This design comes from an exercise in tuning for small area, a short achievable clock period and few clock cycles on the open sky130 flow, not from production work.
Function was checked by simulation only, so behaviour that the tests miss may differ from the original.
Power figures rest on the tool's default switching activity, not on a simulated workload.

==> design/flow/design.v <==
`timescale 1ns / 1ps
package gts_pkg;
    localparam logic [1:0] MODE_IDLE  = 2'd0;
    localparam logic [1:0] MODE_DASH  = 2'd1;
    localparam logic [1:0] MODE_STR   = 2'd2;
    localparam logic [1:0] MODE_IDENT = 2'd3;
    localparam logic [3:0] KIND_ARROW  = 4'd0;
    localparam logic [3:0] KIND_LPAREN = 4'd1;
    localparam logic [3:0] KIND_RPAREN = 4'd2;
    localparam logic [3:0] KIND_STAR   = 4'd3;
    localparam logic [3:0] KIND_OPT    = 4'd4;
    localparam logic [3:0] KIND_BAR    = 4'd5;
    localparam logic [3:0] KIND_SEMI   = 4'd6;
    localparam logic [3:0] KIND_LIT    = 4'd7;
    localparam logic [3:0] KIND_IDENT  = 4'd8;
    localparam logic [3:0] KIND_EOF    = 4'd9;
    localparam logic [3:0] KIND_ERR    = 4'd10;
    localparam logic [1:0] ERR_NONE       = 2'd0;
    localparam logic [1:0] ERR_UNEXPECTED = 2'd1;
    localparam logic [1:0] ERR_OPEN_STR   = 2'd2;
    localparam logic [7:0] CH_DASH   = 8'h2D;
    localparam logic [7:0] CH_GT     = 8'h3E;
    localparam logic [7:0] CH_LPAREN = 8'h28;
    localparam logic [7:0] CH_RPAREN = 8'h29;
    localparam logic [7:0] CH_STAR   = 8'h2A;
    localparam logic [7:0] CH_QMARK  = 8'h3F;
    localparam logic [7:0] CH_BAR    = 8'h7C;
    localparam logic [7:0] CH_SEMI   = 8'h3B;
    localparam logic [7:0] CH_QUOTE  = 8'h22;
    localparam logic [7:0] CH_LF     = 8'h0A;
    localparam logic [7:0] CH_TAB    = 8'h09;
    localparam logic [7:0] CH_CR     = 8'h0D;
    localparam logic [7:0] CH_SPACE  = 8'h20;
    localparam int unsigned MAX_TOKENS = 3;
    localparam int unsigned QUEUE_DEPTH = 4;
    localparam int unsigned TOK_W = 54;
    localparam int unsigned BUNDLE_W = 2 + MAX_TOKENS * TOK_W;
endpackage
`timescale 1ns / 1ps
module grammar_token_scanner #(
    parameter int unsigned SOURCE_DEPTH = 65536
) (
    input  logic        aclk,
    input  logic        aresetn,
    input  logic        cfg_we,
    input  logic [15:0] cfg_wdata,
    input  logic        s_valid,
    output logic        s_ready,
    input  logic [7:0]  s_ch,
    input  logic        s_end_of_source,
    output logic        m_valid,
    input  logic        m_ready,
    output logic [3:0]  m_kind,
    output logic [15:0] m_line,
    output logic [15:0] m_start_res,
    output logic [15:0] m_length,
    output logic [1:0]  m_error_code,
    output logic        m_last_result
);
    localparam int unsigned POS_MAX_INT =
        (SOURCE_DEPTH - 1 < 65535) ? SOURCE_DEPTH - 1 : 65535;
    localparam logic [15:0] POS_MAX = 16'(POS_MAX_INT);
    logic        b_valid;
    logic        d_eos;         
    logic        d_lf;          
    logic        d_fid;         
    logic        d_fstr;        
    logic        d_id2;         
    logic        d_prep;        
    logic [1:0]  d_mode;        
    logic        o_valid;
    logic        o_bubble;      
    logic [3:0]  o_kind;
    logic [1:0]  o_err;
    logic        o_text;
    logic        o_last;
    logic        m_busy;
    logic        o_vl;
    logic [1:0]  o_text_c;
    logic        q_valid;
    logic [2:0]  q_code;
    logic        f_pend;
    logic [15:0] line_reg;
    logic [15:0] pos_reg;
    logic [15:0] ts_reg;
    logic [15:0] len_reg;
    logic [15:0] first_line_reg;
    logic        src_start;
    logic [7:0] n_ch;
    logic       n_eos;
    logic is_alpha, is_alnum, is_lf, is_quote, is_gt, is_dash, is_blank;
    logic [2:0] punct_code;
    logic n_dash, n_str, n_ident, n_idle, n_fresh;
    logic n_v0, n_v1, n_v2, n_id2, n_fid, n_fstr, n_prep, n_bub;
    logic [1:0] n_mid, n_mode;
    logic [3:0] n_kind0, n_kind;
    logic [1:0] n_err;
    logic       n_text, n_last, n_valid, n_qv;
    logic [2:0] n_qcode;
    assign n_ch  = s_ch;
    assign n_eos = s_end_of_source;
    always_comb begin
        is_alpha = ((n_ch >= 8'h61) && (n_ch <= 8'h7A)) || ((n_ch >= 8'h41) && (n_ch <= 8'h5A));
        is_alnum = is_alpha || ((n_ch >= 8'h30) && (n_ch <= 8'h39));
        is_lf    = (n_ch == gts_pkg::CH_LF);
        is_quote = (n_ch == gts_pkg::CH_QUOTE);
        is_gt    = (n_ch == gts_pkg::CH_GT);
        is_dash  = (n_ch == gts_pkg::CH_DASH);
        is_blank = (n_ch == gts_pkg::CH_SPACE) || (n_ch == gts_pkg::CH_TAB) ||
                   (n_ch == gts_pkg::CH_CR);
        case (n_ch)
            gts_pkg::CH_LPAREN: punct_code = 3'd1;
            gts_pkg::CH_RPAREN: punct_code = 3'd2;
            gts_pkg::CH_STAR:   punct_code = 3'd3;
            gts_pkg::CH_QMARK:  punct_code = 3'd4;
            gts_pkg::CH_BAR:    punct_code = 3'd5;
            gts_pkg::CH_SEMI:   punct_code = 3'd6;
            default:            punct_code = 3'd7;
        endcase
        n_idle  = (d_mode == gts_pkg::MODE_IDLE);
        n_dash  = (d_mode == gts_pkg::MODE_DASH);
        n_str   = (d_mode == gts_pkg::MODE_STR);
        n_ident = (d_mode == gts_pkg::MODE_IDENT);
        n_v0    = (n_dash & is_gt) | (n_str & is_quote) | (n_ident & ~is_alnum);
        n_kind0 = n_dash ? gts_pkg::KIND_ARROW : (n_str ? gts_pkg::KIND_LIT : gts_pkg::KIND_IDENT);
        n_fresh = n_idle | (n_dash & ~is_gt) | (n_ident & ~is_alnum);
        n_v1    = n_fresh & ~is_dash & ~is_lf & ~is_blank & ~is_quote & ~is_alpha;
        n_fid   = n_fresh & is_alpha;
        n_fstr  = n_fresh & is_quote;
        if (n_fresh) begin
            if (is_dash)       n_mid = gts_pkg::MODE_DASH;
            else if (is_quote) n_mid = gts_pkg::MODE_STR;
            else if (is_alpha) n_mid = gts_pkg::MODE_IDENT;
            else               n_mid = gts_pkg::MODE_IDLE;
        end else if (n_v0) begin
            n_mid = gts_pkg::MODE_IDLE;
        end else begin
            n_mid = d_mode;
        end
        n_v2   = n_eos & n_mid[1];
        n_id2  = (n_mid == gts_pkg::MODE_IDENT);
        n_mode = n_eos ? gts_pkg::MODE_IDLE : n_mid;
        n_prep = n_eos & (is_lf | (n_ident & is_alnum));
        n_bub  = ~n_v0 & ~n_v1 & n_prep;
        n_valid = ~n_bub & (n_v0 | n_v1 | n_eos);
        n_kind  = gts_pkg::KIND_EOF;
        n_err   = gts_pkg::ERR_NONE;
        n_text  = 1'b0;
        n_last  = 1'b1;
        if (n_v0) begin
            n_kind = n_kind0;
            n_text = ~n_dash;
            n_last = ~(n_v1 | n_eos);
        end else if (n_v1) begin
            n_kind = (punct_code == 3'd7) ? gts_pkg::KIND_ERR : {1'b0, punct_code};
            n_err  = (punct_code == 3'd7) ? gts_pkg::ERR_UNEXPECTED : gts_pkg::ERR_NONE;
            n_last = ~n_eos;
        end else if (n_v2) begin
            n_kind = n_id2 ? gts_pkg::KIND_IDENT : gts_pkg::KIND_ERR;
            n_err  = n_id2 ? gts_pkg::ERR_NONE : gts_pkg::ERR_OPEN_STR;
            n_text = n_id2;
            n_last = 1'b0;
        end
        n_qv    = (n_v0 & n_v1) | (n_v2 & (n_v0 | n_bub));
        n_qcode = n_v1 ? punct_code : 3'd0;
    end
    logic out_take, advance, consume, main_free, take, load;
    logic to_post, prep, new_src;
    logic [16:0] pos_inc, line_inc, len_inc;
    assign pos_inc  = {1'b0, pos_reg} + 17'd1;
    assign line_inc = {1'b0, line_reg} + 17'd1;
    assign len_inc  = {1'b0, len_reg} + 17'd1;
    assign new_src  = load & (src_start | (consume & d_eos));
    logic        pos_sat;
    logic [15:0] pos_nx;
    assign pos_sat = (pos_reg >= POS_MAX);
    assign pos_nx  = (POS_MAX == 16'hFFFF) ? (pos_inc[15:0] | {16{pos_sat}})
                                           : (pos_sat ? pos_reg : pos_inc[15:0]);
    assign m_valid       = o_valid;
    assign m_kind        = o_kind;
    assign m_error_code  = o_err;
    assign m_last_result = o_last;
    assign m_line        = line_reg;
    assign m_start_res   = o_text_c[0] ? ts_reg : 16'd0;
    assign m_length      = o_text_c[1] ? len_reg : 16'd0;
    assign s_ready       = main_free;
    assign out_take  = o_valid & m_ready;
    assign advance   = (out_take & ~o_last) | o_bubble;
    assign consume   = b_valid & ((out_take & o_last) | (~o_valid & ~o_bubble));
    assign main_free = ~m_busy | (m_ready & o_vl);
    assign take      = s_valid & main_free;
    assign load      = take;
    assign to_post   = ~q_valid | (q_code == 3'd0);
    assign prep      = advance & d_prep & to_post;
    always_ff @(posedge aclk) begin
        if (load) begin
            d_eos  <= n_eos;
            d_lf   <= is_lf;
            d_fid  <= n_fid;
            d_fstr <= n_fstr;
            d_id2  <= n_id2;
            o_kind <= n_kind;
            o_err  <= n_err;
            o_text <= n_text;
            o_text_c <= {2{n_text}};
            o_last <= n_last;
            q_code <= n_qcode;
        end else if (advance) begin
            if (q_valid) begin
                if (q_code == 3'd0) begin
                    o_kind <= d_id2 ? gts_pkg::KIND_IDENT : gts_pkg::KIND_ERR;
                    o_err  <= d_id2 ? gts_pkg::ERR_NONE : gts_pkg::ERR_OPEN_STR;
                    o_text <= d_id2;
                    o_text_c <= {2{d_id2}};
                end else begin
                    o_kind <= (q_code == 3'd7) ? gts_pkg::KIND_ERR : {1'b0, q_code};
                    o_err  <= (q_code == 3'd7) ? gts_pkg::ERR_UNEXPECTED : gts_pkg::ERR_NONE;
                    o_text <= 1'b0;
                    o_text_c <= 2'b00;
                end
                o_last <= ~f_pend;
            end else begin
                o_kind <= gts_pkg::KIND_EOF;
                o_err  <= gts_pkg::ERR_NONE;
                o_text <= 1'b0;
                    o_text_c <= 2'b00;
                o_last <= 1'b1;
            end
        end
        if (new_src) begin
            pos_reg <= 16'd0;
        end else if (consume && !d_eos) begin
            pos_reg <= pos_nx;
        end
        if (new_src) begin
            ts_reg  <= 16'd0;
            len_reg <= 16'd1;
        end else if (prep) begin
            if (d_id2 && !len_inc[16]) begin
                len_reg <= len_inc[15:0];
            end
        end else if (consume && !d_eos) begin
            if (d_fid) begin
                len_reg <= {15'd0, ~pos_sat};
            end else if (d_fstr) begin
                ts_reg  <= pos_nx;
                len_reg <= 16'd0;
            end else if (!d_mode[1]) begin
                ts_reg  <= pos_nx;
                len_reg <= 16'd1;
            end else if (!pos_sat) begin
                len_reg <= len_inc[15:0];
            end
        end
    end
    always_ff @(posedge aclk) begin
        if (new_src) begin
            line_reg <= first_line_reg;
        end else if ((consume || prep) && d_lf && !line_inc[16]) begin
            line_reg <= line_inc[15:0];
        end
    end
    always_ff @(posedge aclk) begin
        if (!aresetn) begin
            b_valid        <= 1'b0;
            o_valid        <= 1'b0;
            m_busy         <= 1'b0;
            o_vl           <= 1'b0;
            o_bubble       <= 1'b0;
            q_valid        <= 1'b0;
            f_pend         <= 1'b0;
            d_prep         <= 1'b0;
            d_mode         <= gts_pkg::MODE_IDLE;
            src_start      <= 1'b1;
            first_line_reg <= 16'd1;
        end else begin
            if (load) begin
                m_busy   <= n_valid | n_bub;
                o_vl     <= n_valid & n_last;
                b_valid  <= 1'b1;
                d_mode   <= n_mode;
                d_prep   <= n_prep;
                o_valid  <= n_valid;
                o_bubble <= n_bub;
                q_valid  <= n_qv;
                f_pend   <= n_eos & (n_v0 | n_v1 | n_v2 | n_bub);
            end else begin
                if (consume) begin
                    b_valid <= 1'b0;
                    o_valid <= 1'b0;
                    m_busy  <= 1'b0;
                    o_vl    <= 1'b0;
                end else if (advance) begin
                    o_valid  <= 1'b1;
                    o_vl     <= ~q_valid | ~f_pend;
                    o_bubble <= 1'b0;
                    if (q_valid) begin
                        q_valid <= 1'b0;
                    end else begin
                        f_pend <= 1'b0;
                    end
                end
                if (prep) begin
                    d_prep <= 1'b0;
                end
            end
            if (load) begin
                src_start <= 1'b0;
            end else if (consume && d_eos) begin
                src_start <= 1'b1;
            end
            if (cfg_we) begin
                first_line_reg <= cfg_wdata;
            end
        end
    end
endmodule
==> design/flow/flow/run.sh <==
#!/bin/bash
# The standard layout, with the port buffers made from sky130_fd_sc_hd__buf_1
# instead of the delay cell buffer_ports picks by default. ORFS writes each
# step's log under orfs/logs; make's own output goes to standard.log.
bash standard.sh BUFFER_PORTS_ARGS="-buffer_cell sky130_fd_sc_hd__buf_1" finish > standard.log 2>&1
==> design/flow/standard.sh <==
#!/bin/bash
# synth_recipe.tcl (not shown) runs the flow's synth.tcl, then flattens the netlist and writes it again
# the make line also repeats each setting of config.mk as NAME=value (left out here)
make -C /OpenROAD-flow-scripts/flow DESIGN_CONFIG=/design/flow/config.mk WORK_HOME=/design/flow/orfs CLKGATE_MAP_FILE= SYNTH_SCRIPT=/design/flow/synth_recipe.tcl "${@:-finish}"
==> design/flow/config.mk <==
export PLATFORM = sky130hd
export DESIGN_NAME = grammar_token_scanner
export DESIGN_NICKNAME = grammar_token_scanner
export VERILOG_FILES = /design/flow/design.v
export SDC_FILE = /design/flow/constraint.sdc
export NUM_CORES = 4
export LEC_CHECK = 0
export ABC_AREA = 1
export CAP_MARGIN = 20
export CORE_MARGIN = 2
export CORE_UTILIZATION = 40
export CTS_BUF_LIST = sky130_fd_sc_hd__clkbuf_4 sky130_fd_sc_hd__clkbuf_8
export SETUP_SLACK_MARGIN = 2.95
export SLEW_MARGIN = 20
==> design/flow/constraint.sdc <==
create_clock -name core_clock -period 5.5 [get_ports {aclk}]
set_input_delay 1.1000 -clock core_clock [delete_from_list [all_inputs] [get_ports {aclk}]]
set_output_delay 1.1000 -clock core_clock [all_outputs]
set_load 0.01 [all_outputs]
==> results.py, run 1 <==
metrics = {
    "sta": {
        "setup_violations": 0,
        "slew_headroom": 0.442,
        "fmax_mhz": 393,
        "hold_viol_final": 0,
        "min_period_ns": 2.55,
        "slew_violations": 0,
        "worstMarginPinSlew_ns": 0.837,
        "fin_crit_sh": 0.463,
        "tns_ns": 0,
        "clock_skew_ns": 0.0163,
        "grt_setup_unrepaired": "false",
    },
    "clock_tree": {
        "cts_tree": "done",
        "root_buffer": "clkbuf_8",
        "cts_max_level": 3,
        "cts_buffers": 9,
        "clockBufferDepth": 2,
        "clock_sinks": 107,
        "insertion_delay_ns": 0.39,
        "clk_transition_reported_paths_ns": 0.10,
    },
    "power_and_ir_drop": {
        "power.density_nw_per_um2": 270,
        "power_frac_clock": 0.283,
        "total_power_uw": 1780,
        "p_comb_frac": 0.176,
        "switching_share": 0.304,
        "p_leak_uw": 0.00282,
        "p_seq_frac": 0.541,
        "intPower_uw": 1240,
        "p_sw_uw": 540,
        "vdd_drop_max_uv": 127,
    },
    "yosys": {
        "synth.area.top_cells": "dfxtp_1 (26%), edfxtp_1 (17%), nand2_1 (12%)",
        "synth.ff_latch_count": 107,
        "ys_warn_count": 1,
        "synthFlopType": "dfxtp_1",
        "seq_area_frac_synth": 0.425,
        "syn_inst": 802,
        "yosysTopAreaCell": "dfxtp_1",
        "syn_area_per_cell_sq_um": 7.23,
        "synth.top_cell.area_share": 0.259,
        "ys_async_sr_fraction": 0,
        "netlist_area_sq_um": 5800,
        "synth_nets": 840,
        "synth.distinct_cells": 46,
        "synth-edff-count": 32,
        "synth.most_common_cell": "nand2_1",
        "synth_common_cells": "nand2_1 (185), nor2_1 (103), inv_1 (92)",
    },
    "floorplanning": {
        "core_sq_um": 14000,
        "num_rows": 43,
        "initial_utilization": 0.413,
        "io_pins": 87,
        "die_area_sq_um": 15500,
        "die_h_microns": 124,
        "fp.dieW_microns": 124,
    },
    "routing": {
        "drc": 0,
        "first_iter_violations": 378,
        "first_pass_iters": 5,
        "final_antenna_net_count": 0,
        "vias": 5203,
        "wl_per_cell_microns": 12.7,
        "viasPerCell": 4.88,
        "wl_microns": 13600,
    },
    "placement": {
        "place_congestion": 0.818,
        "dp_hpwl_microns": 9500,
        "io_buffers": 86,
    },
    "hold_path": {
        "min_path_type": "reg -> reg",
    },
    "critical_path": {
        "worstPathMaxFanout": 3,
        "worst_ep_required_time_ns": 4.40,
        "cp-start-kind": "primary input",
        "crit_type": "in -> out",
        "end_kind": "primary output",
        "cp.arrival_ns": 1.45,
    },
    "global_route": {
        "track_usage": 0.176,
        "grt_pass1_vias": 4760,
        "grt_overflow_total": 0,
        "grt_max_degree": 42,
        "antenna_found_initial": 0,
        "grt_pass1_wl_microns": 22800,
    },
    "finish": {
        "fillCellCount": 1421,
        "syn_to_final_growth_pct": 13.5,
        "fin_nets": 919,
        "antennaDiodeCount": 0,
        "final_util": 0.469,
        "drive_above_1_share": 0.0926,
    },
    "run": {
        "max_cap_viol_count": 0,
    },
    "outcome": {
        "status": "finished clean",
    },
}
==> metrics by stage <==
step           setup WS [ns]  std cells  instance area (sq um)  hold WS, ns
2_1_floorplan           3.01        802                   5810        0.429
3_3_place_gp            2.16       1047                   6260        0.441
3_5_place_dp            2.10       1047                   6260        0.448
4_1_cts                 2.93       1065                   6520        0.473
5_1_grt                 2.93       1066                   6580        0.501
6_report                2.95       1066                   6580        0.469
==> kinds of logic (layout without fill, tap and decap cells) <==
logic type               after synthesis  in the layout  share of synthesized area
adder cells (fa/ha/maj)                8              8                     0.0173
buffers and inverters                128            212                     0.0876
XOR/XNOR                              15             15                     0.0227
AO/OA/AOI/OAI                        163            163                      0.154
flip-flops                           107            107                      0.425
AND/OR/NAND/NOR                      381            381                      0.293
==> routing by layer <==
metal	GRT usage	up-vias	routed length, microns
met2	0.285	95	6270
met3	0.0228	16	421
met1	0.242	2332	6640
li1	-	2760	-
met5	0	-	0
met4	0.0601	0	221
==> power groups by stage <==
stage / Combinational (uW) / Sequential [uW] / Clock [uW]
after CTS: 310 / 962 / 515
final: 313 / 963 / 502
after floorplan: 213 / 974 / 0
after global routing: 358 / 975 / 541
after global placement: 292 / 983 / 0
after detailed placement: 295 / 984 / 0
==> placed cells by master (no fill, tap or decap), types with 7 or more instances in the layout <==
cell type  Yosys  layout
a21oi_1       56      56
nand3_1       43      43
buf_1          1      81
ha_1           8       8
nor3_1         9       9
o21ai_0       74      74
nand2_1      185     182
inv_2         11       9
dfxtp_1       75      75
nor2_1       103     101
edfxtp_1      32      32
clkbuf_8       0       9
xor2_1         9       9
inv_1         92      92
o21ai_1        7       7
nand3_2        9       9
==> area by class of cell <==
| class | instances | area (sq um) | area share |
|---|---|---|---|
| clock buffers | 12 | 146 | 0.0222 |
| flip-flops and latches | 107 | 2460 | 0.374 |
| multi-input cells | 567 | 2880 | 0.438 |
| well taps | 180 | 225 | 0.0342 |
| repair buffers | 92 | 414 | 0.0629 |
| inverters | 104 | 400 | 0.0608 |
| clock inverters | 4 | 52.6 | 0.00798 |
==> path summary, 6_finish.rpt <==
| check | startpoint | endpoint | slack, ns | cells after the start |
|---|---|---|---|---|
| worst max-delay path | m_ready | s_ready | 2.95 | 4 |
| worst max register to register | line_reg[0] | line_reg[12] | 3.14 | 9 |
| worst min register to register | first_line_reg[0] | first_line_reg[0] | 0.47 | 2 |
| worst min-delay path | first_line_reg[0] | first_line_reg[0] | 0.47 | 2 |
==> repair_timing <==
| action | 4_1_cts | 5_1_grt |
|---|---|---|
| pin swaps | 1 | 2 |
| buffers inserted | 2 | 1 |
| gates resized for setup | 8 | 15 |
| setup endpoints to repair | 60 | 33 |
| hold buffers | 0 | 0 |
==> critical path, cell delays in order <==
cell	delay (ns)
buf_8	0.10
nand2_4	0.04
nand2_2	0.07
buf_6	0.13
Testbench counts, summed over its fixed seeds: cycles 24,756.
==> run 2, diff against run 1 <==
--- a/design/flow/config.mk
+++ b/design/flow/config.mk
@@ -12,3 +12,3 @@
 export CTS_BUF_LIST = sky130_fd_sc_hd__clkbuf_4 sky130_fd_sc_hd__clkbuf_8
-export SETUP_SLACK_MARGIN = 2.95
+export SETUP_SLACK_MARGIN = 2.97
 export SLEW_MARGIN = 20
==> run 2 against run 1 <==
Critical path depth stayed put. First-iteration DRC count is 6.6% lower. Clock skew about the same. Sequential power is essentially flat. Non-clock buffer count rose by 3. Power up 0.20%. Count of clock-buffer cells in the layout is the same. Register-to-register slack better by 0.03 ns. Largest cell class unchanged.
==> results.py, run 2 <==
metrics = {
    "floorplanning": {
        "initial_utilization": 0.413,
        "die_area_sq_um": 15500,
        "fp.dieW_microns": 124,
        "io_pins": 87,
        "num_rows": 43,
        "die_h_microns": 124,
        "core_sq_um": 14000,
    },
    "critical_path": {
        "crit_type": "in -> out",
        "timing.rr.end": "line_reg[6]",
        "worst_ep_required_time_ns": 4.40,
        "crit-reg2reg-launch": "line_reg[1]",
        "rrSetupSlack_ns": 3.17,
        "slowest_stage": "buf_6",
        "end_kind": "primary output",
        "crit_top_cell": "nand2_4",
        "path_cells": "buf_8, nand2_4, nand2_4, buf_6",
        "worstPathMaxFanout": 3,
        "cp.arrival_ns": 1.43,
        "cp-start-kind": "primary input",
        "startpoint": "m_ready",
        "rr_worst_depth": 9,
        "cpPeakStageDelay_ns": 0.12,
    },
    "yosys": {
        "synthAdderAreaFrac": 0.0173,
        "synth.distinct_cells": 46,
        "synth_mux_area_frac": 0,
        "synth.most_common_cell": "nand2_1",
        "syn_inst": 802,
        "synth.area.top_cells": "dfxtp_1 (26%), edfxtp_1 (17%), nand2_1 (12%)",
        "synthFlopType": "dfxtp_1",
        "ys_warn_count": 1,
        "seq_area_frac_synth": 0.425,
        "synth_top_family_by_area": "simple AND/OR/NAND/NOR gates",
        "synth_common_cells": "nand2_1 (185), nor2_1 (103), inv_1 (92)",
        "synth_nets": 840,
        "yosys.area_share.simple": 0.293,
        "netlist_area_sq_um": 5800,
        "synthXorXnorAreaFrac": 0.0227,
        "syn_area_per_cell_sq_um": 7.23,
        "synth_compound_area_frac": 0.154,
        "yosysTopAreaCell": "dfxtp_1",
        "ys_async_sr_fraction": 0,
        "synth.ff_latch_count": 107,
        "synth.top_cell.area_share": 0.259,
        "synth-edff-count": 32,
    },
    "sta": {
        "fmax_mhz": 395,
        "worstMarginPinSlew_ns": 0.864,
        "setup_violations": 0,
        "clock_skew_ns": 0.0160,
        "min_period_ns": 2.53,
        "slew_headroom": 0.424,
        "slew_violations": 0,
        "finalWorstSetupSlack_ns": 2.97,
        "grt_setup_unrepaired": "true",
        "hold_viol_final": 0,
        "fin_crit_sh": 0.460,
        "tns_ns": 0,
    },
    "clock_tree": {
        "cts_tree": "done",
        "clockBufferDepth": 2,
        "clock_sinks": 107,
        "clk_transition_reported_paths_ns": 0.10,
        "cts_buffers": 9,
        "cts_max_level": 3,
        "root_buffer": "clkbuf_8",
        "insertion_delay_ns": 0.38,
    },
    "routing": {
        "viasPerCell": 4.87,
        "vias": 5203,
        "met2_length_microns": 6200,
        "wl_microns": 13500,
        "final_antenna_net_count": 0,
        "highest_layer": "met4",
        "wl_met3_microns": 544,
        "drc": 0,
        "first_pass_iters": 5,
        "first_iter_violations": 353,
        "met1Wirelength_microns": 6530,
        "wl_per_cell_microns": 12.6,
    },
    "power_and_ir_drop": {
        "p_sw_uw": 540,
        "vdd_drop_max_uv": 127,
        "power.density_nw_per_um2": 270,
        "p_comb_frac": 0.178,
        "power_frac_clock": 0.282,
        "intPower_uw": 1240,
        "p_seq_frac": 0.540,
        "switching_share": 0.303,
        "p_leak_uw": 0.00283,
    },
    "finish": {
        "layout_commonest_cell": "nand2_1",
        "antennaDiodeCount": 0,
        "fin_nets": 922,
        "design_area_sq_um": 6610,
        "final_util": 0.471,
        "syn_to_final_growth_pct": 14.0,
        "fin_cells": 1069,
        "drive_above_1_share": 0.0956,
        "mostFrequentLayoutCells": "nand2_1 (182), nor2_1 (101), inv_1 (92)",
    },
    "hold_path": {
        "holdPathEnd": "first_line_reg[0]",
        "min_path_type": "reg -> reg",
        "hold_path_depth": 2,
        "min-delay-start": "first_line_reg[0]",
    },
    "global_route": {
        "grt_pass1_wl_microns": 22800,
        "track_usage": 0.176,
        "grt_max_degree": 42,
        "antenna_found_initial": 0,
        "grt_pass1_vias": 4760,
        "grt_overflow_total": 0,
    },
    "outcome": {
        "status": "finished clean",
    },
    "placement": {
        "place_congestion": 0.818,
        "dp_worst_setup_slack_ns": 2.10,
        "dp_hpwl_microns": 9500,
        "io_buffers": 86,
        "placed_area_sq_um": 6260,
        "place_inst": 1047,
    },
    "run": {
        "max_cap_viol_count": 0,
    },
}
==> run 2: cell types whose count changed in the layout (fill, tap and decap cells not counted), sizes merged <==
cell / before / now
buf: 89 / 92
==> run 2: worst max path at each step <==
stage                        endpoint
after global placement     len_reg[8]
after floorplan           line_reg[0]
final                         s_ready
after detailed placement   len_reg[8]
after CTS                  len_reg[8]
after global routing          s_ready
==> run 2: routing by layer <==
metal  vias to the layer above  GRT usage
met2                        95      0.285
met4                         0     0.0601
met1                      2317      0.242
met5                         -          0
met3                        17     0.0228
li1                       2774          -
==> run 2: layout make-up <==
cell class	instances	area [sq um]
fillers	1420	7430
clock buffers	12	146
flip-flops and latches	107	2460
repair buffers	95	437
multi-input cells	567	2890
clock inverters	4	52.6
inverters	104	400
well taps	180	225
==> run 2: power by group through the flow <==
stage | sequential, uW | combinational [uW] | clock (uW)
5_1_grt | 975 | 363 | 541
2_1_floorplan | 974 | 213 | 0
4_1_cts | 962 | 310 | 515
3_5_place_dp | 984 | 295 | 0
3_3_place_gp | 983 | 292 | 0
6_report | 962 | 317 | 502
==> run 2: through the flow <==
| stage | hold slack, ns | power [uW] |
|---|---|---|
| floorplan | 0.429 | 1190 |
| global placement | 0.441 | 1280 |
| detailed placement | 0.448 | 1280 |
| CTS | 0.473 | 1790 |
| global route | 0.501 | 1880 |
| finish | 0.470 | 1780 |
==> run 2: kinds of logic (layout without fill, tap and decap cells) <==
kind of cell	Yosys count	after routing
simple gates	381	381
compound gates	163	163
buf+inv	128	215
flops	107	107
xor+xnor	15	15
fa+ha+maj	8	8
==> run 2: repair_timing <==
item,4_1_cts,5_1_grt
pin swaps,1,2
setup endpoints to repair,60,39
setup buffers,2,4
cloned,0,0
resized for setup,9,15
hold buffers,0,0
==> run 2: critical path: cells and delay by family <==
family        cells  cell delay, ns
simple gates      2            0.10
buf+inv           2            0.22
==> run 3, diff against run 2 <==
--- a/design/flow/config.mk
+++ b/design/flow/config.mk
@@ -8,3 +8,3 @@
 export ABC_AREA = 1
-export CAP_MARGIN = 20
+export CAP_MARGIN = 40
 export CORE_MARGIN = 2
==> run 3 against run 2 <==
Largest power group unchanged. Register-to-register slack got worse by 0.03 ns. Highest routed layer unchanged. Combinational power is 1% higher. Still clean. Worst hold slack better by 0.0060 ns. Final cell count rose by 0.28%. Core utilization up 0.31 points.
==> results.py, run 3 <==
metrics = {
    "outcome": {
        "status": "finished clean",
    },
    "floorplanning": {
        "fp.dieW_microns": 124,
        "die_h_microns": 124,
        "io_pins": 87,
        "initial_utilization": 0.413,
        "die_area_sq_um": 15500,
        "core_sq_um": 14000,
        "num_rows": 43,
    },
    "critical_path": {
        "timing.rr.end": "line_reg[8]",
        "rrSetupSlack_ns": 3.14,
        "crit_type": "in -> out",
        "cp-start-kind": "primary input",
        "worstPathMaxFanout": 3,
        "rr_worst_depth": 10,
        "crit-reg2reg-launch": "line_reg[0]",
        "end_kind": "primary output",
        "worst_ep_required_time_ns": 4.40,
        "cp.arrival_ns": 1.43,
    },
    "sta": {
        "tns_ns": 0,
        "worstMarginPinSlew_ns": 0.790,
        "setup_violations": 0,
        "finalWorstSetupSlack_ns": 2.97,
        "hold_viol_final": 0,
        "min_period_ns": 2.53,
        "fin_crit_sh": 0.460,
        "slew_violations": 0,
        "clock_skew_ns": 0.0116,
        "slew_headroom": 0.473,
        "fmax_mhz": 395,
        "grt_setup_unrepaired": "true",
    },
    "hold_path": {
        "min_path_type": "reg -> reg",
        "holdPathEnd": "first_line_reg[0]",
        "hold_path_depth": 2,
        "min-delay-start": "first_line_reg[0]",
    },
    "yosys": {
        "synth_common_cells": "nand2_1 (185), nor2_1 (103), inv_1 (92)",
        "syn_inst": 802,
        "synthFlopType": "dfxtp_1",
        "synth-edff-count": 32,
        "synth.top_cell.area_share": 0.259,
        "ys_async_sr_fraction": 0,
        "synth.area.top_cells": "dfxtp_1 (26%), edfxtp_1 (17%), nand2_1 (12%)",
        "yosysTopAreaCell": "dfxtp_1",
        "seq_area_frac_synth": 0.425,
        "ys_warn_count": 1,
        "synth.ff_latch_count": 107,
        "synth_nets": 840,
        "synth.most_common_cell": "nand2_1",
        "syn_area_per_cell_sq_um": 7.23,
        "netlist_area_sq_um": 5800,
        "synth.distinct_cells": 46,
    },
    "global_route": {
        "grt_overflow_total": 0,
        "grt_pass1_vias": 4769,
        "grt_max_degree": 42,
        "antenna_found_initial": 0,
        "grt_pass1_wl_microns": 22500,
        "track_usage": 0.174,
    },
    "clock_tree": {
        "cts_tree": "done",
        "clockBufferDepth": 2,
        "clock_sinks": 107,
        "cts_buffers": 9,
        "cts_hold_buf": 0,
        "insertion_delay_ns": 0.38,
        "clk_transition_reported_paths_ns": 0.10,
        "root_buffer": "clkbuf_8",
        "cts_max_level": 3,
    },
    "placement": {
        "dp_worst_setup_slack_ns": 2.12,
        "place_congestion": 0.818,
        "dp_hpwl_microns": 9620,
        "place_inst": 1048,
        "placed_area_sq_um": 6280,
        "io_buffers": 86,
    },
    "finish": {
        "fin_cells": 1072,
        "syn_to_final_growth_pct": 14.8,
        "design_area_sq_um": 6650,
        "fillCellCount": 1431,
        "layout_commonest_cell": "nand2_1",
        "final_util": 0.474,
        "mostFrequentLayoutCells": "nand2_1 (182), nor2_1 (101), inv_1 (92)",
        "antennaDiodeCount": 0,
        "fin_nets": 925,
        "drive_above_1_share": 0.0987,
    },
    "power_and_ir_drop": {
        "intPower_uw": 1290,
        "p_comb_frac": 0.176,
        "p_sw_uw": 534,
        "switching_share": 0.292,
        "p_leak_uw": 0.00286,
        "power_frac_clock": 0.298,
        "p_seq_frac": 0.526,
        "power.density_nw_per_um2": 275,
        "vdd_drop_max_uv": 126,
    },
    "routing": {
        "drc": 0,
        "wl_microns": 13600,
        "wl_per_cell_microns": 12.7,
        "viasPerCell": 4.89,
        "final_antenna_net_count": 0,
        "vias": 5246,
        "first_pass_iters": 5,
        "first_iter_violations": 264,
    },
    "run": {
        "max_cap_viol_count": 0,
    },
}
-- run 3: cell counts after synthesis --
Identical to the previous run, type by type.
-- run 3: layout make-up --
cell class / instances / area, sq um / area share
multi-input cells: 568 / 2890 / 0.435
flip-flops and latches: 107 / 2460 / 0.370
repair buffers: 97 / 447 / 0.0671
inverters: 104 / 400 / 0.0602
well taps: 180 / 225 / 0.0339
clock buffers: 12 / 153 / 0.0229
clock inverters: 4 / 73.8 / 0.0111
-- run 3: worst max path at each step --
stage               startpoint           to  slack (ns)  cells after the start
global route           m_ready      s_ready        2.96                      4
global placement       m_ready   len_reg[8]        2.16                     11
detailed placement     m_ready   len_reg[8]        2.12                     11
finish                 m_ready      s_ready        2.97                      4
floorplan              m_ready  line_reg[0]        3.01                      8
CTS                    m_ready   len_reg[8]        2.94                     11
-- run 3: worst max-delay path, cell delays in order --
cell and delay (ns):
buf_8 0.10, nand2_4 0.05, nand2_4 0.05, buf_6 0.12
-- run 3: routing by layer --
layer  share of wire  track usage
met4           0.014       0.0489
met1            0.49        0.230
met3           0.035       0.0399
met5               0            0
met2            0.46        0.284
-- run 3: cells by family after synthesis --
family,share of synthesized area
xor gates and xnor gates,0.0227
AOI/OAI and AO/OA,0.154
DFF,0.425
buffers and inverters,0.0876
adders and majority gates,0.0173
and+or+nand+nor,0.293
-- run 3: power by group through the flow --
stage               Clock, uW  Combinational [uW]  Sequential [uW]
floorplan                   0                 213              974
global placement            0                 292              983
detailed placement          0                 300              980
CTS                       559                 309              962
global route              589                 367              974
finish                    544                 321              962
-- run 3: stage by stage --
| stage | total power, uW | hold slack (ns) |
|---|---|---|
| after floorplan | 1190 | 0.429 |
| after global placement | 1280 | 0.441 |
| after detailed placement | 1280 | 0.450 |
| after CTS | 1830 | 0.476 |
| after global routing | 1930 | 0.503 |
| final | 1830 | 0.476 |
-- run 3: repair_timing --
action                     in CTS  in global routing
resized for setup               9                 15
setup endpoints to repair      54                 34
pin swaps                       1                  3
buffers inserted                1                  5
hold endpoints to repair        0                  0
gates cloned                    0                  1
==> run 4, diff against run 3 <==
--- a/design/flow/config.mk
+++ b/design/flow/config.mk
@@ -13,2 +13,2 @@
 export SETUP_SLACK_MARGIN = 2.97
-export SLEW_MARGIN = 20
+export SLEW_MARGIN = 40
==> run 4 against run 3 <==
Flip-flop and latch count unchanged. Final cell count fell by 0.65%. Combinational power fell by 3%. Area after synthesis stayed put. Via count down 1.3%. Clock skew increased by 0.0032 ns. Critical endpoint unchanged. Highest routed layer unchanged.
==> results.py, run 4 <==
metrics = {
    "routing": {
        "first_iter_violations": 360,
        "met1Wirelength_microns": 6420,
        "met2_length_microns": 6170,
        "viasPerCell": 4.86,
        "wl_per_cell_microns": 12.5,
        "first_pass_iters": 5,
        "vias": 5177,
        "wl_microns": 13300,
        "wl_met3_microns": 637,
        "highest_layer": "met4",
        "final_antenna_net_count": 0,
        "drc": 0,
    },
    "placement": {
        "io_buffers": 86,
        "place_congestion": 0.818,
        "dp_hpwl_microns": 9620,
        "placed_area_sq_um": 6270,
        "place_inst": 1048,
    },
    "yosys": {
        "syn_inst": 802,
        "synth_common_cells": "nand2_1 (185), nor2_1 (103), inv_1 (92)",
        "seq_area_frac_synth": 0.425,
        "netlist_area_sq_um": 5800,
        "synth.area.top_cells": "dfxtp_1 (26%), edfxtp_1 (17%), nand2_1 (12%)",
        "synthAdderAreaFrac": 0.0173,
        "synth_nets": 840,
        "synth-edff-count": 32,
        "yosys.area_share.simple": 0.293,
        "synth_top_family_by_area": "simple AND/OR/NAND/NOR gates",
        "synthFlopType": "dfxtp_1",
        "synth_mux_area_frac": 0,
        "synthXorXnorAreaFrac": 0.0227,
        "synth.ff_latch_count": 107,
        "synth.most_common_cell": "nand2_1",
        "synth_compound_area_frac": 0.154,
        "ys_async_sr_fraction": 0,
        "syn_area_per_cell_sq_um": 7.23,
        "yosysTopAreaCell": "dfxtp_1",
        "synth.top_cell.area_share": 0.259,
        "ys_warn_count": 1,
        "synth.distinct_cells": 46,
    },
    "clock_tree": {
        "clock_sinks": 107,
        "cts_tree": "done",
        "clk_transition_reported_paths_ns": 0.10,
        "cts_hold_buf": 0,
        "insertion_delay_ns": 0.39,
        "clockBufferDepth": 2,
        "cts_buffers": 9,
        "root_buffer": "clkbuf_8",
        "cts_max_level": 3,
    },
    "sta": {
        "hold_ws_ns": 0.464,
        "fin_crit_sh": 0.461,
        "slew_headroom": 0.467,
        "slew_violations": 0,
        "worstMarginPinSlew_ns": 0.799,
        "tns_ns": 0,
        "setup_violations": 0,
        "grt_setup_unrepaired": "true",
        "clock_skew_ns": 0.0148,
        "min_period_ns": 2.53,
        "hold_viol_final": 0,
        "fmax_mhz": 395,
    },
    "power_and_ir_drop": {
        "vdd_drop_max_uv": 161,
        "total_power_uw": 1710,
        "power.density_nw_per_um2": 262,
        "p_leak_uw": 0.00279,
    },
    "floorplanning": {
        "initial_utilization": 0.413,
        "io_pins": 87,
        "core_sq_um": 14000,
        "fp.dieW_microns": 124,
        "die_h_microns": 124,
        "die_area_sq_um": 15500,
        "num_rows": 43,
    },
    "critical_path": {
        "slowest_stage": "buf_6",
        "cpPeakStageDelay_ns": 0.12,
        "crit_family": "buffers and inverters",
        "crit_type": "in -> out",
        "crit_cells": 4,
        "cp-start-kind": "primary input",
        "end_kind": "primary output",
        "crit_top_cell": "nand2_4",
        "worstPathMaxFanout": 3,
        "worst-path-buf-inv": 2,
        "rr_worst_depth": 9,
        "worst_ep_required_time_ns": 4.40,
        "path_cells": "buf_8, nand2_4, nand2_4, buf_6",
        "cp.arrival_ns": 1.43,
    },
    "outcome": {
        "status": "finished clean",
    },
    "finish": {
        "mostFrequentLayoutCells": "nand2_1 (182), nor2_1 (101), inv_1 (92)",
        "design_area_sq_um": 6540,
        "syn_to_final_growth_pct": 12.7,
        "antennaDiodeCount": 0,
        "fin_nets": 918,
        "drive_above_1_share": 0.0904,
        "fin_cells": 1065,
        "layout_commonest_cell": "nand2_1",
    },
    "global_route": {
        "grt_pass1_vias": 4742,
        "antenna_found_initial": 0,
        "grt_overflow_total": 0,
        "grt_pass1_wl_microns": 22500,
        "track_usage": 0.175,
        "grt_max_degree": 42,
    },
    "hold_path": {
        "min_path_type": "reg -> reg",
        "hold_path_depth": 2,
    },
    "run": {
        "max_cap_viol_count": 0,
    },
}
==> run 4: final cells by class <==
cell class | instances | area, sq um
fillers | 1441 | 7510
multi-input cells | 567 | 2880
flip-flops and latches | 107 | 2460
inverters | 104 | 400
repair buffers | 91 | 399
well taps | 180 | 225
clock buffers | 9 | 124
clock inverters | 7 | 43.8
==> run 4: logic make-up after synthesis <==
kind of cell / after synthesis
simple gates: 381
buf+inv: 128
xor+xnor: 15
compound gates: 163
flops: 107
fa+ha+maj: 8
==> run 4: worst register-to-register path: cells and delay by family, from the launching register on <==
| family | cells | cell delay, ns |
|---|---|---|
| adder cells (fa/ha/maj) | 1 | 0.22 |
| flip-flops | 1 | 0.45 |
| AND/OR/NAND/NOR | 7 | 1.25 |
| AO/OA/AOI/OAI | 1 | 0.16 |
==> run 4: power breakdown <==
group / internal [uW] / switching [uW]
clock network: 163 / 277
registers: 900 / 61.2
logic: 108 / 202
==> run 4: metal layers <==
| layer | up-vias | GRT usage |
|---|---|---|
| met5 | - | 0 |
| met4 | 0 | 0.0350 |
| met3 | 9 | 0.0485 |
| met2 | 121 | 0.286 |
| met1 | 2287 | 0.233 |
| li1 | 2760 | - |
==> run 4: worst paths after layout <==
kind / from / to / slack [ns]
setup / recovery: m_ready / s_ready / 2.97
hold reg to reg: first_line_reg[0] / first_line_reg[0] / 0.46
setup reg to reg: line_reg[0] / line_reg[10] / 3.13
hold / removal: first_line_reg[0] / first_line_reg[0] / 0.46
==> run 4: stage by stage <==
| step | setup WS (ns) | util |
|---|---|---|
| after CTS | 2.94 | 0.461 |
| after global routing | 2.95 | 0.465 |
| after detailed placement | 2.10 | 0.447 |
| after global placement | 2.16 | 0.446 |
| after floorplan | 3.01 | - |
| final | 2.97 | 0.465 |
==> run 4: timing repair <==
item,CTS,global route
endpoints found under the setup margin,60,36
cloned,0,0
gates resized for setup,9,15
buffers inserted,1,0
pin swaps,1,2
endpoints found under the hold margin,0,0
==> run 5, diff against run 4 <==
--- a/design/flow/config.mk
+++ b/design/flow/config.mk
@@ -8,3 +8,3 @@
 export ABC_AREA = 1
-export CAP_MARGIN = 40
+export CAP_MARGIN = 5
 export CORE_MARGIN = 2
@@ -13,2 +13,2 @@
 export SETUP_SLACK_MARGIN = 2.97
-export SLEW_MARGIN = 40
+export SLEW_MARGIN = 5
==> run 5 against run 4 <==
Critical path type unchanged. Combinational power up 2%. Fmax up 0.14%. Core utilization grew 0.53 points. Design area is 1.1% higher. Via count increased by 0.50%. Highest routed layer unchanged. Still clean on timing, DRC and antenna. Non-clock buffer count grew 4.
==> results.py, run 5 <==
metrics = {
    "global_route": {
        "gr-usage-met2": 0.285,
        "grt_overflow_total": 0,
        "grt_pass1_wl_microns": 22800,
        "track_usage": 0.176,
        "grt_max_degree": 42,
        "grt_pass1_vias": 4760,
        "use_met1": 0.242,
        "antenna_found_initial": 0,
        "use_met3": 0.0228,
        "grt.busiest_layer": "met2",
    },
    "clock_tree": {
        "clock_sinks": 107,
        "cts_buffers": 9,
        "cts_tree": "done",
        "root_buffer": "clkbuf_8",
        "clockBufferDepth": 2,
        "clk_transition_reported_paths_ns": 0.10,
        "cts_hold_buf": 0,
        "cts_max_level": 3,
        "insertion_delay_ns": 0.38,
    },
    "placement": {
        "place_congestion": 0.818,
        "io_buffers": 86,
        "placed_area_sq_um": 6260,
        "dp_hpwl_microns": 9500,
    },
    "power_and_ir_drop": {
        "power.density_nw_per_um2": 270,
        "switching_share": 0.303,
        "p_sw_uw": 540,
        "p_leak_uw": 0.00283,
        "p_comb_frac": 0.178,
        "intPower_uw": 1240,
        "vdd_drop_max_uv": 127,
        "power_frac_clock": 0.282,
        "p_seq_frac": 0.540,
    },
    "yosys": {
        "synth_nets": 840,
        "synth.top_cell.area_share": 0.259,
        "ys_async_sr_fraction": 0,
        "synth.distinct_cells": 46,
        "synth.ff_latch_count": 107,
        "yosysTopAreaCell": "dfxtp_1",
        "seq_area_frac_synth": 0.425,
        "synthFlopType": "dfxtp_1",
        "synth_common_cells": "nand2_1 (185), nor2_1 (103), inv_1 (92)",
        "ys_warn_count": 1,
        "syn_area_per_cell_sq_um": 7.23,
        "synth.area.top_cells": "dfxtp_1 (26%), edfxtp_1 (17%), nand2_1 (12%)",
        "netlist_area_sq_um": 5800,
        "synth.most_common_cell": "nand2_1",
        "synth-edff-count": 32,
        "syn_inst": 802,
    },
    "finish": {
        "layout_commonest_cell": "nand2_1",
        "fin_nets": 922,
        "multi_input_area_sq_um": 2890,
        "fillCellCount": 1420,
        "drive_above_1_share": 0.0956,
        "design_area_sq_um": 6610,
        "syn_to_final_growth_pct": 14.0,
        "antennaDiodeCount": 0,
        "ff_latch_area_sq_um": 2460,
        "mostFrequentLayoutCells": "nand2_1 (182), nor2_1 (101), inv_1 (92)",
    },
    "sta": {
        "grt_setup_unrepaired": "true",
        "min_period_ns": 2.53,
        "fmax_mhz": 395,
        "worstMarginPinSlew_ns": 0.864,
        "slew_violations": 0,
        "fin_crit_sh": 0.460,
        "clock_skew_ns": 0.0160,
        "hold_viol_final": 0,
        "setup_violations": 0,
        "tns_ns": 0,
        "slew_headroom": 0.424,
    },
    "routing": {
        "final_antenna_net_count": 0,
        "first_pass_iters": 5,
        "viasPerCell": 4.87,
        "wl_per_cell_microns": 12.6,
        "first_iter_violations": 353,
        "vias": 5203,
        "wl_microns": 13500,
        "drc": 0,
    },
    "critical_path": {
        "worstPathMaxFanout": 3,
        "slowest_stage": "buf_6",
        "end_kind": "primary output",
        "cp.arrival_ns": 1.43,
        "cpPeakStageDelay_ns": 0.12,
        "cp-start-kind": "primary input",
        "path_cells": "buf_8, nand2_4, nand2_4, buf_6",
        "worst_ep_required_time_ns": 4.40,
        "crit_top_cell": "nand2_4",
        "crit_type": "in -> out",
    },
    "floorplanning": {
        "initial_utilization": 0.413,
        "die_area_sq_um": 15500,
        "num_rows": 43,
        "fp.dieW_microns": 124,
        "die_h_microns": 124,
        "core_sq_um": 14000,
        "io_pins": 87,
    },
    "outcome": {
        "status": "finished clean",
    },
    "hold_path": {
        "min_path_type": "reg -> reg",
    },
    "run": {
        "max_cap_viol_count": 0,
    },
}
-- run 5: cell count changes in the layout (fill, tap and decap cells not counted), sizes merged --
cell      before  now
clkinvlp       1    0
clkbuf        13   15
clkinv         5    2
bufinv         0    1
buf           87   92
-- run 5: worst max-delay path: cells and delay by family --
kind	cells	cell delay [ns]
buffers and inverters	2	0.22
and+or+nand+nor	2	0.10
-- run 5: power groups by stage --
stage	sequential (uW)	combinational, uW	clock [uW]
global placement	983	292	0
floorplan	974	213	0
global route	975	363	541
detailed placement	984	295	0
CTS	962	310	515
finish	962	317	502
-- run 5: per-stage QoR --
| step | instances | hold slack, ns | util | setup WS (ns) | power (uW) |
|---|---|---|---|---|---|
| finish | 1069 | 0.470 | 0.471 | 2.97 | 1780 |
| global route | 1069 | 0.501 | 0.471 | 2.96 | 1880 |
| CTS | 1065 | 0.473 | 0.464 | 2.94 | 1790 |
| detailed placement | 1047 | 0.448 | 0.446 | 2.10 | 1280 |
| global placement | 1047 | 0.441 | 0.446 | 2.16 | 1280 |
| floorplan | 802 | 0.429 | - | 3.01 | 1190 |
-- run 5: worst paths after layout --
path | start | slack (ns) | cells past startpoint | end
max reg2reg | line_reg[1] | 3.17 | 9 | line_reg[6]
max | m_ready | 2.97 | 4 | s_ready
min | first_line_reg[0] | 0.47 | 2 | first_line_reg[0]
min reg2reg | first_line_reg[0] | 0.47 | 2 | first_line_reg[0]
-- run 5: cell type report --
type | instances | area share
multi-input cells | 567 | 0.437
flip-flops and latches | 107 | 0.373
repair buffers | 95 | 0.0661
inverters | 104 | 0.0606
well taps | 180 | 0.0341
clock buffers | 12 | 0.0222
clock inverters | 4 | 0.00795
-- run 5: repair_timing --
item,4_1_cts,5_1_grt
endpoints found under the hold margin,0,0
buffers inserted,2,4
endpoints found under the setup margin,60,39
pin swaps,1,2
cloned,0,0
gates resized for setup,9,15
-- run 5: cell families (layout without fill, tap and decap cells) --
group | after synthesis | after routing | synth area share
and+or+nand+nor | 381 | 381 | 0.293
AOI/OAI and AO/OA | 163 | 163 | 0.154
buffers and inverters | 128 | 215 | 0.0876
DFF | 107 | 107 | 0.425
xor gates and xnor gates | 15 | 15 | 0.0227
adders and majority gates | 8 | 8 | 0.0173
-- run 5: metal layers --
| metal | wire (microns) | part of all wire |
|---|---|---|
| met1 | 6530 | 0.48 |
| met2 | 6200 | 0.46 |
| met3 | 544 | 0.040 |
| met4 | 221 | 0.016 |
| met5 | 0 | 0 |
==> run 6, diff against run 5 <==
--- a/design/flow/config.mk
+++ b/design/flow/config.mk
@@ -8,3 +8,3 @@
 export ABC_AREA = 1
-export CAP_MARGIN = 5
+export CAP_MARGIN = 60
 export CORE_MARGIN = 2
@@ -13,2 +13,2 @@
 export SETUP_SLACK_MARGIN = 2.97
-export SLEW_MARGIN = 5
+export SLEW_MARGIN = 60
==> run 6 against run 5 <==
Critical path depth did not move. Fmax barely moved. Clock power fell by 2%. Critical path type unchanged. Global-route usage fell by 0.21 points. Register-to-register slack got worse by 0.09 ns. Core utilization rose by 0.19 points. Highest routed layer unchanged. Count of clock-buffer cells in the layout did not move. Sequential power barely moved. Largest power group unchanged. Worst hold slack improved by 0.00062 ns. Clock skew fell by 0.0053 ns. Power fell by 0.41%. Flip-flop and latch count did not move.
==> results.py, run 6 <==
metrics = {
    "outcome": {
        "status": "finished clean",
    },
    "clock_tree": {
        "clockBufferDepth": 2,
        "cts_max_level": 3,
        "cts_buffers": 9,
        "insertion_delay_ns": 0.38,
        "clock_sinks": 107,
        "root_buffer": "clkbuf_8",
        "clk_transition_reported_paths_ns": 0.10,
        "cts_tree": "done",
    },
    "power_and_ir_drop": {
        "power.density_nw_per_um2": 267,
        "p_leak_uw": 0.00285,
        "total_power_uw": 1770,
        "vdd_drop_max_uv": 155,
    },
    "floorplanning": {
        "fp.dieW_microns": 124,
        "die_h_microns": 124,
        "io_pins": 87,
        "die_area_sq_um": 15500,
        "core_sq_um": 14000,
        "num_rows": 43,
        "initial_utilization": 0.413,
    },
    "placement": {
        "place_congestion": 0.818,
        "place_inst": 1049,
        "io_buffers": 86,
        "dp_hpwl_microns": 9640,
    },
    "yosys": {
        "seq_area_frac_synth": 0.425,
        "synthFlopType": "dfxtp_1",
        "synth.area.top_cells": "dfxtp_1 (26%), edfxtp_1 (17%), nand2_1 (12%)",
        "syn_area_per_cell_sq_um": 7.23,
        "synth_nets": 840,
        "ys_warn_count": 1,
        "synth.most_common_cell": "nand2_1",
        "synth-edff-count": 32,
        "netlist_area_sq_um": 5800,
        "ys_async_sr_fraction": 0,
        "synth.top_cell.area_share": 0.259,
        "synth_common_cells": "nand2_1 (185), nor2_1 (103), inv_1 (92)",
        "synth.ff_latch_count": 107,
        "syn_inst": 802,
        "synth.distinct_cells": 46,
        "yosysTopAreaCell": "dfxtp_1",
    },
    "finish": {
        "antennaDiodeCount": 0,
        "drive_above_1_share": 0.102,
        "fillCellCount": 1451,
        "fin_nets": 926,
        "syn_to_final_growth_pct": 14.5,
        "fin_cells": 1073,
        "layout_commonest_cell": "nand2_1",
        "final_util": 0.473,
        "mostFrequentLayoutCells": "nand2_1 (182), nor2_1 (101), inv_1 (90)",
    },
    "sta": {
        "min_period_ns": 2.53,
        "slew_headroom": 0.710,
        "worstMarginPinSlew_ns": 0.434,
        "fmax_mhz": 395,
        "slew_violations": 0,
        "tns_ns": 0,
        "hold_ws_ns": 0.471,
        "fin_crit_sh": 0.460,
        "grt_setup_unrepaired": "true",
        "setup_violations": 0,
        "clock_skew_ns": 0.0107,
        "hold_viol_final": 0,
    },
    "critical_path": {
        "rrSetupSlack_ns": 3.08,
        "worstPathMaxFanout": 3,
        "cpPeakStageDelay_ns": 0.12,
        "slowest_stage": "buf_6",
        "crit-reg2reg-launch": "line_reg[1]",
        "path_cells": "buf_8, nand2_4, nand2_4, buf_6",
        "crit_family": "buffers and inverters",
        "worst_ep_required_time_ns": 4.40,
        "worst-path-buf-inv": 2,
        "crit_top_cell": "nand2_4",
        "cp.arrival_ns": 1.43,
        "cp-start-kind": "primary input",
        "crit_type": "in -> out",
        "startpoint": "m_ready",
        "end_kind": "primary output",
    },
    "global_route": {
        "track_usage": 0.174,
        "grt_pass1_wl_microns": 22700,
        "antenna_found_initial": 0,
        "grt_pass1_vias": 4834,
        "grt_max_degree": 42,
        "grt_overflow_total": 0,
    },
    "hold_path": {
        "min-delay-start": "first_line_reg[0]",
        "min_path_type": "reg -> reg",
    },
    "routing": {
        "first_iter_violations": 334,
        "viasPerCell": 4.87,
        "vias": 5228,
        "wl_microns": 13500,
        "drc": 0,
        "first_pass_iters": 5,
        "wl_per_cell_microns": 12.5,
        "final_antenna_net_count": 0,
    },
    "run": {
        "max_cap_viol_count": 0,
    },
}
## run 6: cell counts after synthesis
No cell type changed its count.
## run 6: worst paths after layout
path / endpoint / cells past startpoint
min reg2reg: first_line_reg[0] / 2
max: s_ready / 4
min: first_line_reg[0] / 2
max reg2reg: line_reg[10] / 10
## run 6: cell type report
type,instances,area [sq um],area share
multi-input cells,568,2890,0.436
flip-flops and latches,107,2460,0.371
repair buffers,98,460,0.0694
inverters,104,400,0.0603
well taps,180,225,0.0339
clock buffers,12,146,0.0221
clock inverters,4,48.8,0.00735
## run 6: repair_timing
item | CTS | global route
endpoints found under the setup margin | 53 | 50
hold buffers | 0 | 0
pin swaps | 1 | 3
cloned | 0 | 1
gates resized for setup | 10 | 17
buffers inserted | 1 | 5
## run 6: tightest hold or removal path: stages (launching register included)
cell,delay (ns)
dfxtp_1,0.34
nand2_1,0.05
nand3_1,0.05
## run 6: cell families after synthesis
logic type,after synthesis,synth area share
AOI/OAI and AO/OA,163,0.154
xor gates and xnor gates,15,0.0227
adders and majority gates,8,0.0173
buffers and inverters,128,0.0876
DFF,107,0.425
and+or+nand+nor,381,0.293
## run 6: routing by layer
layer / vias up / global-route usage / routed length, microns
met5: - / 0 / 0
met4: 0 / 0.0469 / 203
met3: 19 / 0.0408 / 545
met2: 96 / 0.286 / 6160
met1: 2338 / 0.229 / 6560
li1: 2775 / - / -
## run 6: through the flow
step,instance area [sq um],worst slack [ns]
final,6640,2.97
after global placement,6260,2.16
after detailed placement,6280,2.12
after CTS,6520,2.95
after floorplan,5810,3.01
after global routing,6640,2.92
## run 6: where the power goes
part / internal, uW / switching, uW / leakage [uW]
combinational: 114 / 205 / 0.00182
sequential: 900 / 62.2 / 0.000925
clock: 227 / 266 / 0.000105
==> run 7, diff against run 6 <==
--- a/design/flow/config.mk
+++ b/design/flow/config.mk
@@ -8,7 +8,7 @@
 export ABC_AREA = 1
-export CAP_MARGIN = 60
+export CAP_MARGIN = 20
 export CORE_MARGIN = 2
-export CORE_UTILIZATION = 40
+export CORE_UTILIZATION = 50
 export CTS_BUF_LIST = sky130_fd_sc_hd__clkbuf_4 sky130_fd_sc_hd__clkbuf_8
 export SETUP_SLACK_MARGIN = 2.97
-export SLEW_MARGIN = 60
+export SLEW_MARGIN = 20
==> run 7 against run 6 <==
Die area shrank 19%. Clock skew grew 0.0019 ns. Global-route usage grew 4.2 points. Sequential share of layout area grew 0.24 points. Sequential power shrank 0.4%. Critical path depth is the same.
==> results.py, run 7 <==
metrics = {
    "outcome": {
        "status": "finished clean",
    },
    "sta": {
        "finalWorstSetupSlack_ns": 2.96,
        "slew_headroom": 0.447,
        "hold_viol_final": 0,
        "worstMarginPinSlew_ns": 0.829,
        "fmax_mhz": 394,
        "setup_violations": 0,
        "clock_skew_ns": 0.0126,
        "tns_ns": 0,
        "hold_ws_ns": 0.464,
        "grt_setup_unrepaired": "true",
        "fin_crit_sh": 0.461,
        "slew_violations": 0,
        "min_period_ns": 2.54,
    },
    "critical_path": {
        "crit_top_cell": "nand2_4",
        "crit_type": "in -> out",
        "end_kind": "primary output",
        "crit_family": "buffers and inverters",
        "worst_ep_required_time_ns": 4.40,
        "worstPathMaxFanout": 3,
        "path_cells": "buf_8, nand2_4, nand2_4, buf_6",
        "worst-path-buf-inv": 2,
        "cp-start-kind": "primary input",
        "slowest_stage": "buf_6",
        "cpPeakStageDelay_ns": 0.12,
        "cp.arrival_ns": 1.44,
    },
    "yosys": {
        "synthXorXnorAreaFrac": 0.0227,
        "synth.distinct_cells": 46,
        "synth_common_cells": "nand2_1 (185), nor2_1 (103), inv_1 (92)",
        "synthAdderAreaFrac": 0.0173,
        "syn_area_per_cell_sq_um": 7.23,
        "synth_nets": 840,
        "synth_compound_area_frac": 0.154,
        "syn_inst": 802,
        "synthFlopType": "dfxtp_1",
        "ys_warn_count": 1,
        "yosys.area_share.simple": 0.293,
        "synth.top_cell.area_share": 0.259,
        "synth-edff-count": 32,
        "synth.area.top_cells": "dfxtp_1 (26%), edfxtp_1 (17%), nand2_1 (12%)",
        "seq_area_frac_synth": 0.425,
        "yosysTopAreaCell": "dfxtp_1",
        "ys_async_sr_fraction": 0,
        "synth_mux_area_frac": 0,
        "synth_top_family_by_area": "simple AND/OR/NAND/NOR gates",
        "synth.most_common_cell": "nand2_1",
        "netlist_area_sq_um": 5800,
        "synth.ff_latch_count": 107,
    },
    "run": {
        "max_cap_viol_count": 0,
    },
    "routing": {
        "wl_microns": 13300,
        "viasPerCell": 5.17,
        "final_antenna_net_count": 0,
        "wl_per_cell_microns": 12.9,
        "drc": 0,
        "first_pass_iters": 5,
        "first_iter_violations": 352,
        "vias": 5316,
    },
    "global_route": {
        "grt_pass1_wl_microns": 22400,
        "track_usage": 0.216,
        "grt_max_degree": 42,
        "grt_pass1_vias": 4876,
        "antenna_found_initial": 0,
        "grt_overflow_total": 0,
    },
    "floorplanning": {
        "fp.dieW_microns": 112,
        "initial_utilization": 0.510,
        "num_rows": 39,
        "core_sq_um": 11400,
        "die_h_microns": 112,
        "io_pins": 87,
        "die_area_sq_um": 12500,
    },
    "finish": {
        "mostFrequentLayoutCells": "nand2_1 (182), nor2_1 (101), inv_1 (92)",
        "syn_to_final_growth_pct": 13.7,
        "fillCellCount": 1108,
        "layout_commonest_cell": "nand2_1",
        "drive_above_1_share": 0.0892,
        "antennaDiodeCount": 0,
        "fin_nets": 919,
        "design_area_sq_um": 6590,
    },
    "placement": {
        "dp_worst_setup_slack_ns": 2.11,
        "io_buffers": 86,
        "dp_hpwl_microns": 9340,
        "place_congestion": 0.855,
        "placed_area_sq_um": 6210,
    },
    "clock_tree": {
        "clk_transition_reported_paths_ns": 0.09,
        "root_buffer": "clkbuf_8",
        "insertion_delay_ns": 0.38,
        "clock_sinks": 107,
        "cts_max_level": 3,
        "clockBufferDepth": 2,
        "cts_tree": "done",
        "cts_buffers": 9,
    },
    "power_and_ir_drop": {
        "power.density_nw_per_um2": 285,
        "p_leak_uw": 0.00284,
        "vdd_drop_max_uv": 234,
    },
    "hold_path": {
        "min_path_type": "reg -> reg",
    },
}
run 7: routing by layer:
metal  GRT usage  up-vias  part of all wire
met5           0        -                 0
met4      0.0593        0             0.014
met3      0.0533       17             0.044
met2       0.347      105              0.46
met1       0.292     2429              0.48
li1            -     2765                 -
run 7: final cells by class:
class / instances / area [sq um] / area share
Clock buffer: 11 / 151 / 0.0230
Clock inverter: 5 / 108 / 0.0163
Inverter: 104 / 400 / 0.0607
Multi-Input combinational cell: 567 / 2880 / 0.437
Sequential cell: 107 / 2460 / 0.374
Tap cell: 143 / 179 / 0.0271
Timing Repair Buffer: 92 / 412 / 0.0624
run 7: worst paths after layout:
kind                                        start                end  slack (ns)  depth (start not counted)
worst min-delay path            first_line_reg[0]  first_line_reg[0]        0.46                          2
worst max-delay path                      m_ready            s_ready        2.96                          4
worst max register to register        line_reg[1]        line_reg[0]        3.21                          9
worst min register to register  first_line_reg[0]  first_line_reg[0]        0.46                          2
run 7: cell families (layout without fill, tap and decap cells):
group | count (synthesis) | count (layout)
and+or+nand+nor | 381 | 381
DFF | 107 | 107
AOI/OAI and AO/OA | 163 | 163
buffers and inverters | 128 | 212
adders and majority gates | 8 | 8
xor gates and xnor gates | 15 | 15
run 7: stage by stage:
stage	cells	total power, uW	utilization
after CTS	1028	1890	0.574
after detailed placement	1009	1280	0.546
after global routing	1029	1980	0.580
final	1029	1880	0.580
after global placement	1009	1270	0.546
after floorplan	802	1190	-
run 7: where the power goes:
| part | switching [uW] | total [uW] | internal [uW] |
|---|---|---|---|
| clock network | 273 | 603 | 330 |
| registers | 58.8 | 959 | 900 |
| logic | 207 | 317 | 111 |
| total | 538 | 1880 | 1340 |
run 7: worst min-delay path, cell delays in order (launching register included):
cell     delay (ns)
dfxtp_1        0.34
nand2_1        0.05
nand3_1        0.05
run 7: repair_timing:
action	in CTS	in global routing
setup endpoints to repair	60	39
resized for setup	10	13
hold buffers	0	0
setup buffers	3	1
pin swaps	1	1
==> run 8, diff against run 7 <==
--- a/design/flow/config.mk
+++ b/design/flow/config.mk
@@ -10,4 +10,6 @@
 export CORE_MARGIN = 2
-export CORE_UTILIZATION = 50
+export CORE_UTILIZATION = 40
 export CTS_BUF_LIST = sky130_fd_sc_hd__clkbuf_4 sky130_fd_sc_hd__clkbuf_8
+export CTS_CLUSTER_DIAMETER = 100
+export CTS_CLUSTER_SIZE = 30
 export SETUP_SLACK_MARGIN = 2.97
==> run 8 against run 7 <==
Critical endpoint unchanged. Critical path type unchanged. Fmax grew 0.20%. Design area increased by 0.25%. Critical path depth unchanged. Area after synthesis stayed put. Clock power shrank 17%. Synthesized cell count is the same.
==> results.py, run 8 <==
metrics = {
    "sta": {
        "min_period_ns": 2.53,
        "hold_viol_final": 0,
        "grt_setup_unrepaired": "true",
        "fmax_mhz": 395,
        "worstMarginPinSlew_ns": 0.864,
        "setup_violations": 0,
        "slew_headroom": 0.424,
        "clock_skew_ns": 0.0160,
        "tns_ns": 0,
        "fin_crit_sh": 0.460,
    },
    "yosys": {
        "synthAdderAreaFrac": 0.0173,
        "synth.distinct_cells": 46,
        "synthXorXnorAreaFrac": 0.0227,
        "synth_compound_area_frac": 0.154,
        "netlist_area_sq_um": 5800,
        "yosysTopAreaCell": "dfxtp_1",
        "syn_inst": 802,
        "synth-edff-count": 32,
        "ys_warn_count": 1,
        "synth_top_family_by_area": "simple AND/OR/NAND/NOR gates",
        "synth_common_cells": "nand2_1 (185), nor2_1 (103), inv_1 (92)",
        "seq_area_frac_synth": 0.425,
        "yosys.area_share.simple": 0.293,
        "synth_mux_area_frac": 0,
        "ys_async_sr_fraction": 0,
        "synthFlopType": "dfxtp_1",
        "syn_area_per_cell_sq_um": 7.23,
        "synth.ff_latch_count": 107,
        "synth.area.top_cells": "dfxtp_1 (26%), edfxtp_1 (17%), nand2_1 (12%)",
        "synth.most_common_cell": "nand2_1",
    },
    "floorplanning": {
        "io_pins": 87,
        "num_rows": 43,
        "die_area_sq_um": 15500,
        "core_sq_um": 14000,
        "die_h_microns": 124,
    },
    "finish": {
        "fillCellCount": 1420,
        "drive_above_1_share": 0.0956,
        "mostFrequentLayoutCells": "nand2_1 (182), nor2_1 (101), inv_1 (92)",
        "ff_latch_area_sq_um": 2460,
        "multi_input_area_sq_um": 2890,
        "fin_nets": 922,
    },
    "clock_tree": {
        "root_buffer": "clkbuf_8",
        "clockBufferDepth": 2,
        "cts_max_level": 3,
        "clk_transition_reported_paths_ns": 0.10,
        "cts_tree": "done",
        "cts_buffers": 9,
        "clock_sinks": 107,
    },
    "routing": {
        "first_iter_violations": 353,
        "vias": 5203,
        "wl_per_cell_microns": 12.6,
        "drc": 0,
        "wl_microns": 13500,
    },
    "hold_path": {
        "min_path_type": "reg -> reg",
        "min-delay-start": "first_line_reg[0]",
    },
    "critical_path": {
        "end_kind": "primary output",
        "cp.arrival_ns": 1.43,
        "worst_ep_required_time_ns": 4.40,
        "rr_worst_depth": 9,
        "cp-start-kind": "primary input",
        "crit-reg2reg-launch": "line_reg[1]",
    },
    "power_and_ir_drop": {
        "vdd_drop_max_uv": 127,
        "total_power_uw": 1780,
        "power.density_nw_per_um2": 270,
    },
    "placement": {
        "dp_hpwl_microns": 9500,
        "io_buffers": 86,
    },
    "global_route": {
        "antenna_found_initial": 0,
        "grt_max_degree": 42,
        "grt_pass1_vias": 4760,
    },
    "outcome": {
        "status": "finished clean",
    },
    "run": {
        "max_cap_viol_count": 0,
    },
}
==> run 8: cell types whose count changed in the layout (fill, tap and decap cells not counted), sizes merged <==
cell	before	now
clkinv	1	2
buf	91	92
bufinv	3	1
clkbuf	12	15
==> run 8: power breakdown <==
part	total (uW)	switching, uW	internal, uW
combinational	317	204	113
clock	502	274	228
sequential	962	61.8	900
==> run 8: critical path, stage by stage <==
cell,delay (ns)
buf_8,0.10
nand2_4,0.05
nand2_4,0.05
buf_6,0.12
==> run 8: kinds of logic after synthesis <==
family	Yosys count
compound gates	163
xor+xnor	15
fa+ha+maj	8
buf+inv	128
flops	107
simple gates	381
==> run 8: worst max-delay path by stage <==
| stage | start | end | slack [ns] | cells past startpoint |
|---|---|---|---|---|
| 2_1_floorplan | m_ready | line_reg[0] | 3.01 | 8 |
| 3_3_place_gp | m_ready | len_reg[8] | 2.16 | 11 |
| 3_5_place_dp | m_ready | len_reg[8] | 2.10 | 11 |
| 4_1_cts | m_ready | len_reg[8] | 2.94 | 11 |
| 5_1_grt | m_ready | s_ready | 2.96 | 4 |
| 6_report | m_ready | s_ready | 2.97 | 4 |
==> run 8: area by class of cell <==
cell class / count / share of cell area
Multi-Input combinational cell: 567 / 0.437
Sequential cell: 107 / 0.373
Clock inverter: 4 / 0.00795
Tap cell: 180 / 0.0341
Clock buffer: 12 / 0.0222
Timing Repair Buffer: 95 / 0.0661
Inverter: 104 / 0.0606
==> run 8: routing by layer <==
layer / up-vias / track usage / part of all wire
met5: - / 0 / 0
met4: 0 / 0.0601 / 0.016
met3: 17 / 0.0228 / 0.040
met2: 95 / 0.285 / 0.46
met1: 2317 / 0.242 / 0.48
li1: 2774 / - / -
==> run 8: per-stage QoR <==
| stage | utilization | instance area, sq um | worst slack (ns) | hold slack (ns) | instances |
|---|---|---|---|---|---|
| detailed placement | 0.446 | 6260 | 2.10 | 0.448 | 1047 |
| finish | 0.471 | 6610 | 2.97 | 0.470 | 1069 |
| floorplan | - | 5810 | 3.01 | 0.429 | 802 |
| global placement | 0.446 | 6260 | 2.16 | 0.441 | 1047 |
| global route | 0.471 | 6610 | 2.96 | 0.501 | 1069 |
| CTS | 0.464 | 6520 | 2.94 | 0.473 | 1065 |
==> run 8: repair_timing <==
action / in CTS / in global routing
pin swaps: 1 / 2
hold endpoints to repair: 0 / 0
hold buffers: 0 / 0
resized for setup: 9 / 15
setup buffers: 2 / 4
endpoints found under the setup margin: 60 / 39

Setup slack of run 8, layout unchanged: 2.969 ns with ideal ports, 2.928 ns with driving cells assumed (clock clkbuf_16, inputs buf_2), 2.721 ns with port delays also shifted by the 0.411 ns mid clock arrival.
